This is an optimization exercise on Yosys and OpenROAD, whose aim is small area, a short achievable clock period and few clock cycles per item, not a production implementation. Only simulation tests tie the RTL to the original design; equivalence was not proved.

==> flow/design.v (outline; a module is shown in full before it is edited, if it fits) <==
// module joystick_to_arm_joint_rates: 247 lines
// module jaj_lane_p: 480 lines
// module jaj_lane_n: 480 lines
// module jaj_qest: 389 lines
// module jaj_qfix: 289 lines
module joystick_to_arm_joint_rates (
  input  logic                             clk,
  input  logic                             rst_n,
  input  logic                             in_tvalid,
  output logic                             in_tready,
  input  logic [jaj_pkg::IN_DATA_W-1:0]    in_tdata,
  output logic                             out_tvalid,
  input  logic                             out_tready,
  output logic [jaj_pkg::OUT_DATA_W-1:0]   out_tdata,
  input  logic                             cfg_we,
  input  logic [jaj_pkg::CFG_ADDR_W-1:0]   cfg_addr,
  input  logic [jaj_pkg::CFG_DATA_W-1:0]   cfg_wdata
);
  // ...
==> flow/run.sh <==
#!/bin/bash
# synth_recipe.tcl (not shown) runs the flow's synth.tcl, then flattens the netlist and writes it again
# the make line also repeats each setting of config.mk as NAME=value (left out here)
make -C /OpenROAD-flow-scripts/flow DESIGN_CONFIG=/design/flow/config.mk WORK_HOME=/design/flow/orfs CLKGATE_MAP_FILE= SYNTH_SCRIPT=/design/flow/synth_recipe.tcl finish
==> flow/config.mk <==
export PLATFORM = sky130hd
export DESIGN_NAME = joystick_to_arm_joint_rates
export DESIGN_NICKNAME = joystick_to_arm_joint_rates
export VERILOG_FILES = /design/flow/design.v
export SDC_FILE = /design/flow/constraint.sdc
export NUM_CORES = 4
export LEC_CHECK = 0
export ABC_AREA = 1
export CAP_MARGIN = 5
export CORE_MARGIN = 2
export CORE_UTILIZATION = 40
export SLEW_MARGIN = 5
==> flow/constraint.sdc <==
create_clock -name core_clock -period 6.0 [get_ports {clk}]
set_input_delay 1.2000 -clock core_clock [delete_from_list [all_inputs] [get_ports {clk}]]
set_output_delay 1.2000 -clock core_clock [all_outputs]
set_load 0.01 [all_outputs]
==> results.tsv, run 1 <==
metric	value	unit
boundary pin count	250	
multiplexer share of the synthesized area	0.1009	%
Die ar.	180000	um2
clk tree area frac	2.955	%
Clock Tree Root	clkbuf_16	
GRT Util Overall	23.55	%
slowest CP cell	fa_1	
RR Startpoint	d_pay[33]	
Wirelength per Cell	19.16	um
worst hold start	b_pay[56]	
status	complete, no violations	
Hold Buf Count CTS	0	
Area contributors post-synth	fa_1, edfxtp_1, xor2_1	
multi-input combinational area share	60.68	%
Buffers, non-clock	593	
post-synth top area share	18.25	%
multi-input gates	6112	
Worst Tran Pin Value	1.098	ns
worst-path fanout max	15	
simple-gate area share of the yosys netlist	11.78	%
initial antenna violation count	0	
Layout Nets	10141	
fraction of area in registers	18.66	%
Largest register FFs	96	
post_cts resized	0	
Clock Latency Late Sink	0.74	ns
Placer Congestion	0.9163	
Testbench counts, summed over its fixed seeds: cycles 8,267, items 8,000.
==> run 2: changes to the inputs <==
--- a/flow/config.mk
+++ b/flow/config.mk
@@ -6,7 +6,8 @@
 export NUM_CORES = 4
 export LEC_CHECK = 0
 export ABC_AREA = 1
-export CAP_MARGIN = 5
+export CAP_MARGIN = 20
 export CORE_MARGIN = 2
 export CORE_UTILIZATION = 40
-export SLEW_MARGIN = 5
+export SETUP_SLACK_MARGIN = 0.7
+export SLEW_MARGIN = 20
==> results.tsv, run 2 <==
metric	value	unit	change
Die ar.	180000	um2	unchanged
clk_skew	0.04058	ns	
starting density of the core	40.16	%	
Pins Over Slew Limit	0		
dpl hpwl	166.4	mm	
GRT Util Overall	23.94	%	+0.39 points
Hold Buf Count CTS	0		unchanged
IO buf count	241		
FILL cells	16358		
synthesis-stage register bit count	542		
DR pass1 iterations	6		
pin count of the biggest net entering global routing	168		
Distinct cells, synth	69		
commonest non-fill, non-tap cells in the layout	inv_1, xor2_1, nand2_1		
Clock Tree Root	clkbuf_16		
Post-synth ARST share	0	%	
average cell area after synthesis	8.201	um2	
die width	424.3	um	
Worst Tran Pin Value	1.041	ns	-0.05700 ns
largest registers	out_r x96, b_pay x85, c_pay x85		
Clock Tree Buf Depth	3		
Post-DRT Antenna Nets	0		
Placer Congestion	0.9532		+4.0%
Crit path required time	6.42	ns	
first-pass GRT wire length	342.8	mm	
post-synth top area share	18.25	%	unchanged
fmax	184.0	MHz	
minimum clock period	5.435	ns	
CP endpoint kind	flop		
kind of critical path	flop to flop		
initial antenna violation count	1		+1
Slew Limit Headroom	30.58	%	
layout cell share with drive strength beyond 1	19.64	%	
gr ovfl total	0		
Syn. warnings	3		
worst-path fanout max	8		-7
CP arrival	5.85	ns	
boundary pin count	250		unchanged
DRC violations left	0		
detailed-route via count	63282		
Most flops, register	out_r		
RSZ-0062 raised after global routing	yes		
Yosys top cell by area	fa_1		
Largest register FFs	96		unchanged
TritonCTS buffer count	68		
final worst slack	0.5648	ns	
drt first-iter violations	4951		
Layout Nets	10533		+3.9%
Wirelength per Cell	19.58	um	+2.2%
CTS tree	yes		
synthesized netlist cell count	8615		
Total Routed Length	227.5	mm	
core area	175900	um2	
Worst Setup Start Kind	flop		
Area Growth Syn to Fin	24.51	%	
CTS Sinks	542		
Area contributors post-synth	fa_1, edfxtp_1, xor2_1		
number of global-route vias before repair	61805		
Die H	424.3	um	
pre-CTS setup slack	0.1634	ns	
Commonest cells post-synth	inv_1, nand2_1, xor2_1		
count leader, synth	inv_1		
fin crit share	90.59	%	
Hold Crit Class	flop to flop		
Vias/cell	5.445		
Post-synth EDFFs	402		
status	complete, no violations		
most common cell after layout, fill and taps aside	inv_1		
htree depth	3		
final hold viol count	0		
Post-Syn Area	70660	um2	
final core utilization	50.01	%	
Clock Latency Late Sink	0.70	ns	-0.04 ns
post-route cell area	87980	um2	
share of the yosys chip area belonging to registers	21.05	%	
Max Cap Viol	0		
top_reg_cell synth	edfxtp_1		
Cell Rows	154		
final setup vio count	0		
Placed Area	77440	um2	
CTS clk-pin slew, worst paths	0.06	ns	
==> run 2: cell counts after synthesis <==
No cell type changed its count.
==> run 2: routing by layer <==
metal / wire (um) / global-route usage (%) / up-vias
li1: - / - / 29663
met3: 14160 / 2.786 / 547
met1: 93150 / 30.79 / 30546
met5: 0 / 0 / -
met4: 10590 / 10.39 / 0
met2: 109600 / 40.52 / 2526
==> run 2: worst max-delay path: stages, from the launching register on <==
cell        delay, ns
edfxtp_1         0.47
buf_6            0.14
nor2_4           0.04
nor2_4           0.20
clkinvlp_4       0.25
o22ai_2          0.21
xor2_1           0.11
fa_2             0.58
inv_2            0.04
fa_2             0.32
inv_2            0.06
fa_1             0.43
fa_2             0.59
ha_4             0.23
buf_6            0.12
nand2_2          0.06
nand2_2          0.06
a31oi_2          0.16
nand2_1          0.10
a21oi_2          0.16
o21ai_4          0.09
nand2_1          0.08
nand2_2          0.07
nand2_4          0.08
nand3_4          0.09
buf_6            0.16
nand3_4          0.15
nand3b_1         0.10
==> run 2: cell type report <==
| class | instances | area (um2) | share of cell area (%) |
|---|---|---|---|
| Tap cell | 2340 | 2928 | 3.328 |
| Antenna cell | 1 | 2.502 | 0.002844 |
| Clock inverter | 40 | 412.9 | 0.4693 |
| Clock buffer | 83 | 1799 | 2.045 |
| Timing Repair inverter | 2 | 16.27 | 0.01849 |
| Multi-Input combinational cell | 6116 | 52860 | 60.08 |
| Sequential cell | 542 | 14880 | 16.91 |
| Timing Repair Buffer | 979 | 9136 | 10.38 |
| Inverter | 1518 | 5946 | 6.758 |
==> run 2: what timing repair did <==
item                                    CTS  global route
setup buffers                           105           244
pin swaps                                82           382
endpoints found under the setup margin   92           116
resized for setup                       327           932
cloned                                    7            15
endpoints found under the hold margin     0             0
==> run 2: cells by family (layout without fill, tap and decap cells) <==
logic type | count (synthesis) | in the layout | synth area share [%]
and+or+nand+nor | 1991 | 1994 | 11.78
AOI/OAI and AO/OA | 1865 | 1866 | 15.48
xor gates and xnor gates | 1065 | 1065 | 13.23
muxes | 7 | 7 | 0.1009
buffers and inverters | 1966 | 2622 | 10.64
adders and majority gates | 1178 | 1178 | 27.70
DFF | 542 | 542 | 21.05
other | 1 | 7 | 0.005307
==> run 2: final timing paths <==
| path | end | from | slack, ns | depth (start not counted) |
|---|---|---|---|---|
| max | out_r[28] | d_pay[40] | 0.56 | 27 |
| min | d_pay[49] | c_pay[49] | 0.40 | 0 |
| max reg2reg | out_r[28] | d_pay[40] | 0.56 | 27 |
| min reg2reg | d_pay[49] | c_pay[49] | 0.40 | 0 |
==> run 2: stage by stage <==
step	hold slack (ns)	std cells	setup TNS (ns)
after floorplan	0.4003	8620	-108.83
after CTS	0.3911	11361	0
after detailed placement	0.4045	11126	0
after global placement	0.4033	11126	0
final	0.3954	11621	0
after global routing	0.4079	11620	0
==> run 3: changes to the inputs <==
--- a/flow/config.mk
+++ b/flow/config.mk
@@ -9,5 +9,4 @@
 export CAP_MARGIN = 20
 export CORE_MARGIN = 2
 export CORE_UTILIZATION = 40
-export SETUP_SLACK_MARGIN = 0.7
 export SLEW_MARGIN = 20
==> results.tsv, run 3 <==
metric	value	unit	change
Syn. warnings	3		unchanged
number of global-route vias before repair	60798		-1.6%
Worst Tran Pin Value	1.098	ns	+0.05700 ns
TritonCTS buffer count	68		unchanged
worst r2r path cells	22		-19%
slowest CP cell	fa_1		
fin crit share	95.36	%	+4.8 points
Largest register FFs	96		unchanged
minimum clock period	5.722	ns	+0.2866 ns
layout cell share with drive strength beyond 1	6.840	%	-13 points
WHS Endpoint	c_pay[56]		
RR Endpoint	out_r[26]		
first-pass GRT wire length	337.5	mm	-1.6%
final worst slack	0.2782	ns	-0.2866 ns
CP endpoint kind	flop		
worst-path fanout max	15		+7
Wirelength per Cell	19.16	um	-2.2%
RR Startpoint	d_pay[33]		
DR pass1 iterations	9		+3
Placed Area	77060	um2	-0.49%
starting density of the core	40.16	%	unchanged
Die H	424.3	um	unchanged
Area Growth Syn to Fin	12.83	%	
Yosys top cell by area	fa_1		
synthesis-stage register bit count	542		unchanged
post-route cell area	79720	um2	-9.4%
average cell area after synthesis	8.201	um2	unchanged
status	complete, no violations		
count leader, synth	inv_1		
Clock Tree Buf Depth	3		unchanged
Hold WS	0.4042	ns	+0.008805 ns
pin count of the biggest net entering global routing	186		+11%
Post-DRT Antenna Nets	0		unchanged
CTS Sinks	542		unchanged
Hold Crit Class	flop to flop		
Worst Setup Start Kind	flop		
Hold Path Stages	0		unchanged
CTS clk-pin slew, worst paths	0.06	ns	about the same
Layout Nets	10141		-3.7%
CP arrival	6.18	ns	+0.33 ns
Slew Limit Headroom	26.78	%	-3.8 points
final setup vio count	0		unchanged
htree depth	3		unchanged
kind of critical path	flop to flop		
synthesized netlist cell count	8615		unchanged
detailed-route via count	60722		-4.0%
clk_skew	0.04469	ns	+0.004113 ns
Post-Syn Area	70660	um2	unchanged
Pins Over Slew Limit	0		unchanged
Max Cap Viol	0		unchanged
gr ovfl total	0		unchanged
critical-path cell list	clkinvlp_4, nand2_1, buf_4, o22ai_1, xor2_1, fa_1, fa_1, inv_1, fa_1, fa_1, ha_1, a21oi_1, inv_1, a21oi_1, o21bai_1, a31oi_1, nand2_1, xnor2_2, inv_1, nand3_1, buf_12, nand3b_1		
final hold viol count	0		unchanged
r2r setup slk	0.28	ns	-0.29 ns
fmax	174.8	MHz	-5.0%
Vias/cell	5.407		-0.70%
GRT Util Overall	23.55	%	-0.39 points
Post-synth ARST share	0	%	unchanged
Most flops, register	out_r		
DRC violations left	0		unchanged
Placer Congestion	0.9163		-3.9%
Commonest cells post-synth	inv_1, nand2_1, xor2_1		
dpl hpwl	166.3	mm	about the same
commonest non-fill, non-tap cells in the layout	inv_1, nand2_1, xor2_1		
share of the yosys chip area belonging to registers	21.05	%	unchanged
Top cell by count, worst path	fa_1		
Distinct cells, synth	69		unchanged
initial antenna violation count	0		-1
Clock Latency Late Sink	0.74	ns	+0.04 ns
Area contributors post-synth	fa_1, edfxtp_1, xor2_1		
Crit path required time	6.46	ns	+0.04 ns
drt first-iter violations	5091		+2.8%
Cell Rows	154		unchanged
largest registers	out_r x96, b_pay x85, c_pay x85		
Die ar.	180000	um2	unchanged
Post-synth EDFFs	402		unchanged
worst hold start	b_pay[56]		
IO buf count	241		unchanged
CTS tree	yes		
Slowest Stage Delay on Critical Path	0.55	ns	-0.04 ns
Total Routed Length	215.1	mm	-5.5%
Clock Tree Root	clkbuf_16		
final core utilization	45.32	%	-4.7 points
post-synth top area share	18.25	%	unchanged
die width	424.3	um	unchanged
top_reg_cell synth	edfxtp_1		
most common cell after layout, fill and taps aside	inv_1		
boundary pin count	250		unchanged
pre-CTS setup slack	0.2072	ns	+0.04382 ns
core area	175900	um2	unchanged
-- run 3: cell types whose count changed in the layout (fill, tap and decap cells not counted), moves of 81 or more --
cell and delta:
buf_4 -258, o22ai_1 +139, buf_6 -81, fa_1 +121
nor2_1 +82, nand2_2 -82, o22ai_2 -121, a21oi_1 +102
nand2_1 +103, fa_2 -121
-- run 3: area by class of cell --
cell class / instances / area (um2)
clock inverter: 39 / 570.5
clock buffer: 85 / 1785
fill: 17344 / 96200
timing repair buffer: 593 / 5451
antenna: 1 / 2.502
sequential: 542 / 14870
tap: 2340 / 2928
multi-input combinational: 6112 / 48370
inverter: 1518 / 5736
-- run 3: metrics by stage --
stage,cells,setup TNS (ns)
after global placement,11079,0
after floorplan,8620,-108.92
after global routing,11229,-0.1175
after CTS,11203,0
final,11230,0
after detailed placement,11079,0
-- run 3: cells by family (layout without fill, tap and decap cells) --
| logic type | after synthesis | after routing | synth area share (%) |
|---|---|---|---|
| other cells | 1 | 7 | 0.005307 |
| compound gates | 1865 | 1865 | 15.48 |
| buf+inv | 1966 | 2235 | 10.64 |
| xor+xnor | 1065 | 1065 | 13.23 |
| fa+ha+maj | 1178 | 1178 | 27.70 |
| simple gates | 1991 | 1991 | 11.78 |
| mux | 7 | 7 | 0.1009 |
| flops | 542 | 542 | 21.05 |
-- run 3: worst max path at each step --
| stage | from | end | slack (ns) | cells past startpoint |
|---|---|---|---|---|
| after floorplan | out_tready | b_dn[0] | -0.36 | 2 |
| after global placement | d_pay[38] | out_r[24] | 0.25 | 26 |
| after detailed placement | d_pay[40] | out_r[28] | 0.21 | 25 |
| after CTS | d_pay[38] | out_r[26] | 0.19 | 27 |
| after global routing | d_pay[36] | out_r[26] | -0.03 | 25 |
| final | d_pay[33] | out_r[26] | 0.28 | 22 |
-- run 3: timing repair --
action	in CTS	in global routing
endpoints found under the hold margin	0	0
setup endpoints to repair	0	43
buffers inserted	0	26
hold buffers	0	0
gates resized for setup	0	34
-- run 3: routing by layer --
| metal | global-route usage, % | vias up | share of wire (%) |
|---|---|---|---|
| li1 | - | 28864 | - |
| met1 | 30.26 | 29432 | 42 |
| met2 | 39.81 | 2004 | 48 |
| met3 | 3.237 | 422 | 5.7 |
| met4 | 9.579 | 0 | 4.2 |
| met5 | 0 | - | 0 |
-- run 3: critical path: cells and delay by family, from the launching register on --
| kind | cells | cell delay, ns |
|---|---|---|
| fa+ha+maj | 5 | 2.41 |
| buf+inv | 6 | 0.85 |
| compound gates | 5 | 0.81 |
| flops | 1 | 0.53 |
| simple gates | 4 | 0.49 |
| xor+xnor | 2 | 0.38 |
==> run 4: changes to the inputs <==
--- a/flow/config.mk
+++ b/flow/config.mk
@@ -9,4 +9,6 @@
 export CAP_MARGIN = 20
 export CORE_MARGIN = 2
 export CORE_UTILIZATION = 40
+export SETUP_SLACK_MARGIN = 0.5
 export SLEW_MARGIN = 20
+export TNS_END_PERCENT = 30
==> results.tsv, run 4 <==
metric	value	unit	change
status	complete, no violations		
htree depth	3		unchanged
detailed-route via count	61849		+1.9%
dpl hpwl	166.3	mm	unchanged
count leader, synth	inv_1		
clk_skew	0.04411	ns	-0.0005741 ns
Worst Tran Pin Value	1.154	ns	+0.05588 ns
Syn. warnings	3		unchanged
kind of critical path	flop to flop		
Post-synth EDFFs	402		unchanged
Cell Rows	154		unchanged
die width	424.3	um	unchanged
Placed Area	77060	um2	unchanged
final hold viol count	0		unchanged
Post-Syn Area	70660	um2	unchanged
Die H	424.3	um	unchanged
top_reg_cell synth	edfxtp_1		
drt first-iter violations	4847		-4.8%
TritonCTS buffer count	68		unchanged
Max Cap Viol	0		unchanged
final core utilization	47.49	%	+2.2 points
number of global-route vias before repair	60970		+0.28%
pin count of the biggest net entering global routing	186		unchanged
worst path bufs/invs	6		unchanged
DR pass1 iterations	6		-3
synthesized netlist cell count	8615		unchanged
Clock Latency Late Sink	0.75	ns	about the same
largest registers	out_r x96, b_pay x85, c_pay x85		
Worst Setup Start Kind	flop		
CTS tree	yes		
Post-synth ARST share	0	%	unchanged
Largest register FFs	96		unchanged
Vias/cell	5.441		+0.63%
gr ovfl total	0		unchanged
slowest CP cell	fa_2		
Crit path required time	6.46	ns	about the same
Distinct cells, synth	69		unchanged
Slew Limit Headroom	23.05	%	-3.7 points
Hold Path Stages	0		unchanged
fmax	183.6	MHz	+5.1%
worst r2r path cells	23		+4.5%
share of the yosys chip area belonging to registers	21.05	%	unchanged
Yosys top cell by area	fa_1		
critical-path cell list	nor2_2, a21oi_4, buf_12, buf_12, o22ai_1, xor2_1, fa_2, fa_1, inv_1, fa_1, fa_2, ha_4, a21oi_2, inv_1, a21oi_2, o21bai_1, a31oi_1, nand2_2, xnor2_2, buf_4, nand2_4, clkbuf_16, nand3_1		
RSZ-0062 raised after global routing	yes		
Layout Nets	10277		+1.3%
Area Growth Syn to Fin	18.25	%	
Final Non-Filler Cells	11367		+1.2%
Pins Over Slew Limit	0		unchanged
Placer Congestion	0.9163		unchanged
post-synth top area share	18.25	%	unchanged
Total Routed Length	221.0	mm	+2.7%
CTS Sinks	542		unchanged
layout cell share with drive strength beyond 1	13.10	%	+6.3 points
Clock Tree Buf Depth	3		unchanged
Die ar.	180000	um2	unchanged
CP endpoint kind	flop		
CTS clk-pin slew, worst paths	0.06	ns	about the same
Most flops, register	out_r		
Commonest cells post-synth	inv_1, nand2_1, xor2_1		
Area contributors post-synth	fa_1, edfxtp_1, xor2_1		
Slowest Stage Delay on Critical Path	0.64	ns	+0.09 ns
RR Startpoint	d_pay[36]		
CP Launch Point	d_pay[36]		
Levels on crit path	23		+4.5%
Wirelength per Cell	19.44	um	+1.5%
Clock Tree Root	clkbuf_16		
starting density of the core	40.16	%	unchanged
IO buf count	241		unchanged
dpl cells	11079		unchanged
post-route cell area	83550	um2	+4.8%
most common cell after layout, fill and taps aside	inv_1		
commonest non-fill, non-tap cells in the layout	inv_1, nand2_1, xor2_1		
GRT Util Overall	23.61	%	+0.064 points
synthesis-stage register bit count	542		unchanged
first-pass GRT wire length	338.4	mm	+0.28%
final setup TNS	0	ns	unchanged
Post-DRT Antenna Nets	0		unchanged
Crit path max-delay family	adder cells		
worst-path fanout max	8		-7
core area	175900	um2	unchanged
minimum clock period	5.445	ns	-0.2765 ns
boundary pin count	250		unchanged
CP arrival	5.90	ns	-0.28 ns
DRC violations left	0		unchanged
Hold Buf Count CTS	0		unchanged
worst hold start	b_pay[56]		
Hold Crit Class	flop to flop		
average cell area after synthesis	8.201	um2	unchanged
fin crit share	90.75	%	-4.6 points
final setup vio count	0		unchanged
initial antenna violation count	0		unchanged
FILL cells	16928		-2.4%
==> run 4: cell counts after synthesis <==
No cell type changed its count.
==> run 4: stage by stage <==
step                      hold WS (ns)  setup WS (ns)
after floorplan                 0.4003        -0.3583
after global placement          0.4034         0.2518
after detailed placement        0.4045         0.2072
after CTS                       0.4022         0.4207
after global routing            0.4077         0.3404
final                           0.4049         0.5547
==> run 4: area by class of cell <==
| type | count | area, um2 | share of cell area [%] |
|---|---|---|---|
| multi-input combinational | 6114 | 50630 | 60.60 |
| sequential | 542 | 14870 | 17.80 |
| timing repair buffer | 726 | 6863 | 8.214 |
| inverter | 1518 | 5887 | 7.046 |
| tap | 2340 | 2928 | 3.504 |
| clock buffer | 85 | 1785 | 2.137 |
| clock inverter | 39 | 570.5 | 0.6829 |
| timing repair inverter | 1 | 7.507 | 0.008985 |
| antenna | 2 | 5.005 | 0.005990 |
==> run 4: per-layer routing <==
layer  global-route usage (%)  wire length (um)  up-vias
met4                    9.721              9570        0
met1                    30.32             92210    30017
met2                    39.89            105700     2229
met3                    3.265             13580      456
li1                         -                 -    29147
met5                        0                 0        -
==> run 4: logic make-up (layout without fill, tap and decap cells) <==
group | Yosys count | in the layout | share of synthesized area (%)
buf+inv | 1966 | 2369 | 10.64
fa+ha+maj | 1178 | 1178 | 27.70
other cells | 1 | 8 | 0.005307
mux | 7 | 7 | 0.1009
flops | 542 | 542 | 21.05
xor+xnor | 1065 | 1065 | 13.23
compound gates | 1865 | 1865 | 15.48
simple gates | 1991 | 1993 | 11.78
==> run 4: worst register-to-register path, delay by kind of cell, from the launching register on <==
kind / cells / cell delay [ns]
AO/OA/AOI/OAI: 6 / 0.85
buffers and inverters: 6 / 0.72
adder cells (fa/ha/maj): 5 / 2.25
XOR/XNOR: 2 / 0.38
AND/OR/NAND/NOR: 4 / 0.46
flip-flops: 1 / 0.51
==> run 4: path summary, 6_finish.rpt <==
| path | slack (ns) | endpoint |
|---|---|---|
| worst min register to register | 0.40 | c_pay[56] |
| worst max-delay path | 0.55 | out_r[17] |
| worst max register to register | 0.55 | out_r[17] |
| worst min-delay path | 0.40 | c_pay[56] |
==> run 4: repair_timing <==
action / in CTS / in global routing
resized for setup: 53 / 619
buffers inserted: 30 / 122
pin swaps: 7 / 207
gates cloned: 0 / 10
setup endpoints to repair: 71 / 118
==> run 5: changes to the inputs <==
--- a/flow/config.mk
+++ b/flow/config.mk
@@ -9,6 +9,5 @@
 export CAP_MARGIN = 20
 export CORE_MARGIN = 2
 export CORE_UTILIZATION = 40
-export SETUP_SLACK_MARGIN = 0.5
+export SETUP_SLACK_MARGIN = 0.4
 export SLEW_MARGIN = 20
-export TNS_END_PERCENT = 30
==> results.tsv, run 5 <==
metric	value	unit	change
status	complete, no violations		
top_reg_cell synth	edfxtp_1		
Wirelength per Cell	19.15	um	-1.5%
DR pass1 iterations	6		unchanged
final core utilization	46.61	%	-0.89 points
RSZ-0062 raised after global routing	yes		
CTS Sinks	542		unchanged
core area	175900	um2	unchanged
Total Routed Length	217.3	mm	-1.7%
Post-synth ARST share	0	%	unchanged
layout cell share with drive strength beyond 1	10.71	%	-2.4 points
Crit path required time	6.44	ns	-0.02 ns
die width	424.3	um	unchanged
final hold viol count	0		unchanged
share of the yosys chip area belonging to registers	21.05	%	unchanged
Clock Tree Root	clkbuf_16		
htree depth	3		unchanged
worst-path fanout max	17		+9
CTS clk-pin slew, worst paths	0.06	ns	about the same
commonest non-fill, non-tap cells in the layout	inv_1, nand2_1, xor2_1		
Area Growth Syn to Fin	16.04	%	
CP endpoint kind	flop		
Top cell by count, worst path	fa_1		
final worst slack	0.5464	ns	-0.008327 ns
Area contributors post-synth	fa_1, edfxtp_1, xor2_1		
FILL cells	17103		+1.0%
Crit path max-delay family	adder cells		
IO buf count	241		unchanged
ant diodes	0		-2
initial antenna violation count	0		unchanged
Post-synth EDFFs	402		unchanged
CP arrival	5.89	ns	about the same
Post-Syn Area	70660	um2	unchanged
Die ar.	180000	um2	unchanged
slowest CP cell	fa_1		
number of global-route vias before repair	61019		+0.080%
critical-path cell list	inv_4, buf_12, buf_4, o22ai_1, xor2_1, fa_1, fa_1, inv_1, fa_1, fa_1, ha_1, buf_4, nand2_1, nor2_1, a21oi_1, nand3_1, a31o_2, nand2_1, nand2_1, xor2_1		
boundary pin count	250		unchanged
Clock Tree Buf Depth	3		unchanged
largest registers	out_r x96, b_pay x85, c_pay x85		
Hold Crit Class	flop to flop		
average cell area after synthesis	8.201	um2	unchanged
pin count of the biggest net entering global routing	106		-43%
Slowest Stage Delay on Critical Path	0.55	ns	-0.09 ns
Layout Nets	10259		-0.18%
Max Cap Viol	0		unchanged
post-synth top area share	18.25	%	unchanged
clk_skew	0.03158	ns	-0.01253 ns
Hold WS	0.4064	ns	+0.001522 ns
Vias/cell	5.410		-0.57%
Post-DRT Antenna Nets	0		unchanged
Die H	424.3	um	unchanged
pre-CTS setup slack	0.1093	ns	-0.09786 ns
Commonest cells post-synth	inv_1, nand2_1, xor2_1		
fin crit share	90.89	%	+0.14 points
TritonCTS buffer count	68		unchanged
first-pass GRT wire length	336.4	mm	-0.59%
worst hold start	c_pay[54]		
minimum clock period	5.454	ns	+0.008327 ns
starting density of the core	40.16	%	unchanged
final setup TNS	0	ns	unchanged
CTS tree	yes		
count leader, synth	inv_1		
detailed-route via count	61391		-0.74%
Most flops, register	out_r		
gr ovfl total	0		unchanged
fmax	183.4	MHz	-0.15%
most common cell after layout, fill and taps aside	inv_1		
Yosys top cell by area	fa_1		
Syn. warnings	3		unchanged
final setup vio count	0		unchanged
synthesized netlist cell count	8615		unchanged
Hold Buf Count CTS	0		unchanged
Distinct cells, synth	69		unchanged
Worst Tran Pin Value	0.9919	ns	-0.1623 ns
CP Launch Point	d_q[13]		
Pins Over Slew Limit	0		unchanged
synthesis-stage register bit count	542		unchanged
DRC violations left	0		unchanged
kind of critical path	flop to flop		
Clock Latency Late Sink	0.71	ns	-0.04 ns
Slew Limit Headroom	33.87	%	+11 points
Cell Rows	154		unchanged
drt first-iter violations	4860		+0.27%
worst path bufs/invs	5		-1
Placer Congestion	0.9482		+3.5%
Worst Setup Start Kind	flop		
GRT Util Overall	23.47	%	-0.14 points
dpl hpwl	168.4	mm	+1.2%
Largest register FFs	96		unchanged
RR Startpoint	d_q[13]		
## run 5: kinds of logic (layout without fill, tap and decap cells)
logic type / after synthesis / count (layout) / share of synthesized area, %
and+or+nand+nor: 1991 / 1991 / 11.78
buffers and inverters: 1966 / 2353 / 10.64
AOI/OAI and AO/OA: 1865 / 1865 / 15.48
adders and majority gates: 1178 / 1178 / 27.70
xor gates and xnor gates: 1065 / 1065 / 13.23
DFF: 542 / 542 / 21.05
muxes: 7 / 7 / 0.1009
other: 1 / 6 / 0.005307
## run 5: metal layers
layer  share of wire (%)  global-route usage (%)  up-vias
li1                    -                       -    29113
met1                  43                   30.54    29774
met2                  48                   39.58     2090
met3                 5.7                   2.797      414
met4                 4.2                   9.508        0
met5                   0                       0        -
## run 5: layout make-up
cell class | instances | area, um2 | share of cell area, %
Multi-Input combinational cell | 6112 | 49550 | 60.43
Clock inverter | 44 | 506.7 | 0.6180
Timing Repair Buffer | 709 | 6511 | 7.942
Tap cell | 2340 | 2928 | 3.571
Inverter | 1518 | 5831 | 7.111
Sequential cell | 542 | 14870 | 18.14
Clock buffer | 80 | 1777 | 2.167
Timing Repair inverter | 2 | 15.01 | 0.01831
## run 5: per-stage QoR
| stage | std cells | instance area [um2] |
|---|---|---|
| floorplan | 8620 | 70700 |
| global placement | 11113 | 77320 |
| detailed placement | 11113 | 77320 |
| CTS | 11256 | 79840 |
| global route | 11347 | 81990 |
| finish | 11347 | 81990 |
## run 5: path summary, 6_finish.rpt
check	end	slack, ns	cells past startpoint
worst max-delay path	out_r[89]	0.55	20
worst min-delay path	d_pay[54]	0.41	0
worst max register to register	out_r[89]	0.55	20
worst min register to register	d_pay[54]	0.41	0
## run 5: timing repair
item / in CTS / in global routing
buffers inserted: 19 / 87
endpoints found under the hold margin: 0 / 0
pin swaps: 2 / 100
setup endpoints to repair: 45 / 93
cloned: 0 / 4
resized for setup: 21 / 359
## run 5: worst register-to-register path, cell delays in order (launching register included)
cell	delay [ns]
edfxtp_1	0.45
inv_4	0.22
buf_12	0.21
buf_4	0.30
o22ai_1	0.15
xor2_1	0.17
fa_1	0.51
fa_1	0.50
inv_1	0.05
fa_1	0.52
fa_1	0.55
ha_1	0.35
buf_4	0.17
nand2_1	0.09
nor2_1	0.06
a21oi_1	0.22
nand3_1	0.16
a31o_2	0.25
nand2_1	0.06
nand2_1	0.06
xor2_1	0.15
==> run 6: changes to the inputs <==
--- a/flow/config.mk
+++ b/flow/config.mk
@@ -11,3 +11,4 @@
 export CORE_UTILIZATION = 40
 export SETUP_SLACK_MARGIN = 0.4
 export SLEW_MARGIN = 20
+export TNS_END_PERCENT = 10
==> results.tsv, run 6 <==
metric	value	unit	change
status	complete, no violations		
Die ar.	180000	um2	unchanged
GRT Util Overall	23.55	%	+0.072 points
Die H	424.3	um	unchanged
Layout Nets	10211		-0.47%
CP endpoint kind	flop		
initial antenna violation count	0		unchanged
number of global-route vias before repair	60856		-0.27%
Cell Rows	154		unchanged
Clock Latency Late Sink	0.75	ns	+0.04 ns
commonest non-fill, non-tap cells in the layout	inv_1, nand2_1, xor2_1		
FILL cells	17172		+0.40%
dpl hpwl	166.3	mm	-1.2%
synthesized netlist cell count	8615		unchanged
largest registers	out_r x96, b_pay x85, c_pay x85		
synthesis-stage register bit count	542		unchanged
core area	175900	um2	unchanged
final hold viol count	0		unchanged
DRC violations left	0		unchanged
CTS Sinks	542		unchanged
count leader, synth	inv_1		
Post-Syn Area	70660	um2	unchanged
met1 Resource Use GR	30.26	%	-0.29 points
Post-synth EDFFs	402		unchanged
Worst Setup Start Kind	flop		
Worst Tran Pin Value	1.125	ns	+0.1328 ns
Hold Crit Class	flop to flop		
Yosys top cell by area	fa_1		
detailed-route via count	61119		-0.44%
Placer Congestion	0.9163		-3.4%
fmax	181.0	MHz	-1.3%
Largest register FFs	96		unchanged
grt met3 use	3.222	%	+0.43 points
kind of critical path	flop to flop		
Max Cap Viol	0		unchanged
fin crit share	92.07	%	+1.2 points
Crit path max-delay family	adder cells		
Post-synth ARST share	0	%	unchanged
worst path bufs/invs	4		-1
RSZ-0062 raised after global routing	yes		
Slew Limit Headroom	25.02	%	-8.9 points
Vias/cell	5.409		about the same
average cell area after synthesis	8.201	um2	unchanged
IO buf count	241		unchanged
Commonest cells post-synth	inv_1, nand2_1, xor2_1		
Total Routed Length	217.0	mm	-0.12%
die width	424.3	um	unchanged
drt first-iter violations	4787		-1.5%
Hold Buf Count CTS	0		unchanged
Pins Over Slew Limit	0		unchanged
Crit path required time	6.55	ns	+0.11 ns
first-pass GRT wire length	337.4	mm	+0.29%
CTS tree	yes		
Clock Tree Root	clkbuf_16		
layout cell share with drive strength beyond 1	9.823	%	-0.89 points
M2 GR Usage	39.75	%	+0.17 points
final setup vio count	0		unchanged
Distinct cells, synth	69		unchanged
ant diodes	0		unchanged
worst-path fanout max	22		+5
slowest CP cell	fa_1		
top_reg_cell synth	edfxtp_1		
Slowest Stage Delay on Critical Path	0.54	ns	about the same
final setup TNS	0	ns	unchanged
htree depth	3		unchanged
DR pass1 iterations	6		unchanged
gr ovfl total	0		unchanged
final core utilization	46.26	%	-0.34 points
Syn. warnings	3		unchanged
minimum clock period	5.524	ns	+0.07080 ns
r2r setup slk	0.48	ns	-0.07 ns
boundary pin count	250		unchanged
TritonCTS buffer count	68		unchanged
CP arrival	6.08	ns	+0.19 ns
share of the yosys chip area belonging to registers	21.05	%	unchanged
Area contributors post-synth	fa_1, edfxtp_1, xor2_1		
clk_skew	0.04613	ns	+0.01454 ns
most common cell after layout, fill and taps aside	inv_1		
pin count of the biggest net entering global routing	186		+75%
Wirelength per Cell	19.21	um	+0.31%
Clock Tree Buf Depth	3		unchanged
Area Growth Syn to Fin	15.19	%	
Post-DRT Antenna Nets	0		unchanged
critical-path cell list	inv_6, buf_12, buf_4, o22ai_1, xor2_1, fa_1, fa_1, inv_1, fa_1, fa_1, ha_1, nand2_1, nor4_1, nand3_1, nand3_1, nand2_1, o211ai_1, nand2_1, nand2_1, xor2_1		
CTS clk-pin slew, worst paths	0.07	ns	about the same
post-synth top area share	18.25	%	unchanged
starting density of the core	40.16	%	unchanged
Most flops, register	out_r		
peak-usage layer in the global routing report	met2		
-- run 6: cell counts after synthesis --
Identical to the previous run, type by type.
-- run 6: cells by family (layout without fill, tap and decap cells) --
family                     after synthesis  count (layout)  synth area share [%]
and+or+nand+nor                       1991            1991                 11.78
buffers and inverters                 1966            2305                 10.64
AOI/OAI and AO/OA                     1865            1865                 15.48
adders and majority gates             1178            1178                 27.70
xor gates and xnor gates              1065            1065                 13.23
DFF                                    542             542                 21.05
muxes                                    7               7                0.1009
other                                    1               6              0.005307
-- run 6: worst register-to-register path, stage by stage, from the launching register on --
cell      delay, ns
edfxtp_1       0.49
inv_6          0.25
buf_12         0.26
buf_4          0.26
o22ai_1        0.13
xor2_1         0.18
fa_1           0.45
fa_1           0.50
inv_1          0.05
fa_1           0.50
fa_1           0.54
ha_1           0.35
nand2_1        0.15
nor4_1         0.39
nand3_1        0.12
nand3_1        0.17
nand2_1        0.08
o211ai_1       0.14
nand2_1        0.09
nand2_1        0.08
xor2_1         0.18
-- run 6: layout make-up --
| type | instances | area, um2 | area share, % |
|---|---|---|---|
| Clock buffer | 85 | 1785 | 2.194 |
| Clock inverter | 39 | 570.5 | 0.7010 |
| Inverter | 1518 | 5826 | 7.158 |
| Multi-Input combinational cell | 6112 | 49290 | 60.56 |
| Sequential cell | 542 | 14870 | 18.28 |
| Tap cell | 2340 | 2928 | 3.597 |
| Timing Repair Buffer | 662 | 6108 | 7.505 |
| Timing Repair inverter | 1 | 5.005 | 0.006149 |
-- run 6: worst paths after layout --
path / endpoint / cells past startpoint / startpoint
worst min-delay path: c_pay[56] / 0 / b_pay[56]
worst min register to register: c_pay[56] / 0 / b_pay[56]
worst max-delay path: out_r[61] / 20 / d_q[15]
worst max register to register: out_r[61] / 20 / d_q[15]
-- run 6: repair_timing --
item / 4_1_cts / 5_1_grt
pin swaps: 0 / 72
cloned: 0 / 3
setup buffers: 4 / 89
resized for setup: 15 / 301
setup endpoints to repair: 48 / 117
-- run 6: layer usage --
metal	vias up	part of all wire [%]
li1	28993	-
met1	29607	42
met2	2081	48
met3	438	5.8
met4	0	4.2
met5	-	0
-- run 6: through the flow --
| stage | cells | hold WS [ns] | cell area, um2 | setup slack, ns |
|---|---|---|---|---|
| after detailed placement | 11079 | 0.4045 | 77060 | 0.2072 |
| after CTS | 11207 | 0.4022 | 79480 | 0.3079 |
| after global placement | 11079 | 0.4034 | 77060 | 0.2518 |
| after global routing | 11299 | 0.4081 | 81390 | 0.2892 |
| final | 11299 | 0.4044 | 81390 | 0.4756 |
| after floorplan | 8620 | 0.4003 | 70690 | -0.3583 |
==> run 7: changes to the inputs <==
--- a/flow/config.mk
+++ b/flow/config.mk
@@ -8,7 +8,7 @@
 export ABC_AREA = 1
 export CAP_MARGIN = 20
 export CORE_MARGIN = 2
-export CORE_UTILIZATION = 40
+export CORE_UTILIZATION = 55
+export CTS_BUF_LIST = sky130_fd_sc_hd__clkbuf_8
 export SETUP_SLACK_MARGIN = 0.4
 export SLEW_MARGIN = 20
-export TNS_END_PERCENT = 10
==> results.tsv, run 7 <==
metric	value	unit	change
htree depth	3		unchanged
layout cell share with drive strength beyond 1	11.89	%	+2.1 points
boundary pin count	250		unchanged
average cell area after synthesis	8.201	um2	unchanged
Clock Tree Buf Depth	3		unchanged
initial antenna violation count	2		+2
Die H	362.4	um	-15%
core area	127500	um2	-28%
RSZ-0062 raised after global routing	yes		
final core utilization	63.89	%	+18 points
Slowest Stage Delay on Critical Path	0.54	ns	about the same
Post-DRT Antenna Nets	0		unchanged
kind of critical path	flop to flop		
Cell Rows	131		-15%
die width	362.4	um	-15%
first-pass GRT wire length	331.9	mm	-1.6%
CP endpoint kind	flop		
final setup vio count	0		unchanged
Worst Setup Start Kind	flop		
Crit path required time	6.52	ns	-0.03 ns
worst path bufs/invs	7		+3
Hold Buf Count CTS	0		unchanged
synthesis-stage register bit count	542		unchanged
DRC violations left	0		unchanged
status	complete, no violations		
worst r2r path cells	27		+35%
Post-synth ARST share	0	%	unchanged
Yosys top cell by area	fa_1		
slowest CP cell	fa_1		
detailed-route via count	61922		+1.3%
Wirelength per Cell	20.27	um	+5.5%
Area contributors post-synth	fa_1, edfxtp_1, xor2_1		
Post-Syn Area	70660	um2	unchanged
Commonest cells post-synth	inv_1, nand2_1, xor2_1		
RR Endpoint	out_r[18]		
worst hold start	b_pay[63]		
Hold Crit Class	flop to flop		
fin crit share	91.28	%	-0.80 points
CP arrival	6.00	ns	-0.08 ns
commonest non-fill, non-tap cells in the layout	inv_1, nand2_1, xor2_1		
TritonCTS buffer count	97		+43%
most common cell after layout, fill and taps aside	inv_1		
WHS Endpoint	c_pay[63]		
final hold viol count	0		unchanged
gr ovfl total	0		unchanged
CTS clk-pin slew, worst paths	0.06	ns	about the same
Area Growth Syn to Fin	15.32	%	
Vias/cell	5.774		+6.7%
Largest register FFs	96		unchanged
Most flops, register	out_r		
RR Startpoint	d_pay[36]		
Die ar.	131300	um2	-27%
starting density of the core	55.41	%	+15 points
Layout Nets	10296		+0.83%
r2r setup slk	0.52	ns	+0.05 ns
CTS Sinks	542		unchanged
Pins Over Slew Limit	0		unchanged
GRT Util Overall	32.04	%	+8.5 points
Syn. warnings	3		unchanged
Worst Tran Pin Value	1.026	ns	-0.09870 ns
top_reg_cell synth	edfxtp_1		
minimum clock period	5.477	ns	-0.04771 ns
largest registers	out_r x96, b_pay x85, c_pay x85		
CTS tree	yes		
clk_skew	0.06050	ns	+0.01437 ns
number of global-route vias before repair	61055		+0.33%
post-synth top area share	18.25	%	unchanged
share of the yosys chip area belonging to registers	21.05	%	unchanged
drt first-iter violations	4890		+2.2%
pin count of the biggest net entering global routing	164		-12%
Slew Limit Headroom	31.60	%	+6.6 points
dpl hpwl	164.3	mm	-1.2%
fmax	182.6	MHz	+0.87%
Max Cap Viol	0		unchanged
Post-synth EDFFs	402		unchanged
IO buf count	241		unchanged
Total Routed Length	217.4	mm	+0.15%
worst-path fanout max	7		-68%
Clock Tree Root	clkbuf_8		
Clock Latency Late Sink	0.82	ns	+0.07 ns
count leader, synth	inv_1		
Placer Congestion	0.9690		+5.8%
synthesized netlist cell count	8615		unchanged
DR pass1 iterations	6		unchanged
Distinct cells, synth	69		unchanged
Crit path max-delay family	adder cells		
Hold Path Stages	0		unchanged
==> run 7: cell types whose count changed in the layout (fill, tap and decap cells not counted), moves of 12 or more <==
cell and delta:
fa_1 -24, clkbuf_1 -15, inv_1 +12, clkbuf_16 -62, o22ai_1 -15, clkinv_1 +12
a21oi_1 -18, clkbuf_8 +99, buf_4 +26, ha_4 +13, nand2_1 -12, fa_2 +24
a21oi_2 +12
==> run 7: area by class of cell <==
| cell class | count | area [um2] |
|---|---|---|
| antenna | 3 | 7.507 |
| clock buffer | 101 | 1390 |
| clock inverter | 68 | 480.5 |
| fill | 11167 | 46040 |
| inverter | 1518 | 5849 |
| multi-input combinational | 6114 | 49980 |
| sequential | 542 | 14880 |
| tap | 1662 | 2079 |
| timing repair buffer | 715 | 6800 |
| timing repair inverter | 2 | 15.01 |
==> run 7: logic make-up after synthesis <==
group                      synth area share [%]
and+or+nand+nor                           11.78
buffers and inverters                     10.64
AOI/OAI and AO/OA                         15.48
adders and majority gates                 27.70
xor gates and xnor gates                  13.23
DFF                                       21.05
muxes                                    0.1009
other                                  0.005307
==> run 7: how the worst max path moves through the flow <==
stage,startpoint,to,slack (ns),depth (start not counted)
detailed placement,b_dn[11],c_qe[12],0.09,23
global placement,b_dn[11],c_qe[12],0.15,23
finish,d_pay[36],out_r[18],0.52,27
floorplan,out_tready,b_dn[0],-0.36,2
CTS,b_dn[8],c_qe[12],0.33,24
global route,d_pay[36],out_r[26],0.30,28
==> run 7: repair_timing <==
item                       in CTS  in global routing
resized for setup              48                455
setup endpoints to repair      48                101
hold endpoints to repair        0                  0
gates cloned                    0                 12
pin swaps                       4                133
setup buffers                  27                113
==> run 7: worst reg2reg max path: stages, from the launching register on <==
cell and delay (ns):
edfxtp_1 0.50, buf_6 0.17, nor2_4 0.14, a21oi_2 0.08, buf_6 0.14, o21ai_0 0.22, nand2_1 0.10, inv_1 0.09
fa_1 0.45, fa_2 0.38, fa_1 0.51, inv_1 0.05, fa_1 0.54, ha_4 0.22, buf_4 0.15, a21o_1 0.18
a31oi_1 0.18, nand2_1 0.10, a21oi_2 0.12, o21ai_2 0.08, nand2_1 0.08, nand2_2 0.07, nand2_4 0.08, nand3_4 0.06
buf_4 0.15, nand3_4 0.11, clkbuf_16 0.16, nand3_1 0.07
==> run 7: per-layer routing <==
layer | wire (um) | track usage [%]
met4 | 10050 | 13.77
met3 | 14590 | 4.414
met5 | 0 | 0
met1 | 88080 | 40.62
met2 | 104600 | 54.70
==> run 7: metrics by stage <==
step                      setup TNS (ns)  setup slack, ns  instances  hold WS (ns)  cell area, um2
after floorplan                  -108.83          -0.3580       8620        0.4003           70700
after global placement                 0           0.1480      10401        0.4003           76270
after detailed placement               0          0.09122      10401        0.4045           76270
after CTS                              0           0.3337      10597        0.4084           78480
after global routing                   0           0.3041      10724        0.4148           81480
final                                  0           0.5233      10725        0.4098           81480

-- separate check: timing with driven ports --
How much do the figures lean on ideal ports? The routed layouts below were timed once more, with nothing changed but the port constraints.
Step 1 (the two cells are an assumption about what drives the block):
set clk [get_ports {clk}]
set_driving_cell -lib_cell sky130_fd_sc_hd__clkbuf_16 $clk
set_driving_cell -lib_cell sky130_fd_sc_hd__buf_2 [delete_from_list [all_inputs] $clk]
Step 2 moves the port delays by t, midway between the first and last clock arrival at a register: inputs arrive t later, outputs are due t later. That takes back most of the time a late clock gives input paths.
Three values: no drivers, after step 1, after step 2; two values: the first two.
run	t, ns	setup WS [ns]	worst setup path at the end	slew at the worst register clock pin (ns)	worst data-port slew with drivers (ns)
run 1	0.797	0.278 / 0.278 / 0.278	register to register	0.07 / 0.07	0.05
run 2	0.764	0.565 / 0.565 / 0.565	register to register	0.08 / 0.08	0.08
run 3	0.797	0.278 / 0.278 / 0.278	register to register	0.07 / 0.07	0.05
run 4	0.804	0.555 / 0.555 / 0.555	register to register	0.07 / 0.07	0.05
run 5	0.780	0.546 / 0.546 / 0.546	register to register	0.06 / 0.06	0.08
run 6	0.799	0.476 / 0.476 / 0.476	register to register	0.08 / 0.08	0.05
run 7	0.859	0.523 / 0.523 / 0.523	register to register	0.08 / 0.08	0.07
After both steps setup and hold are still met in every run listed.
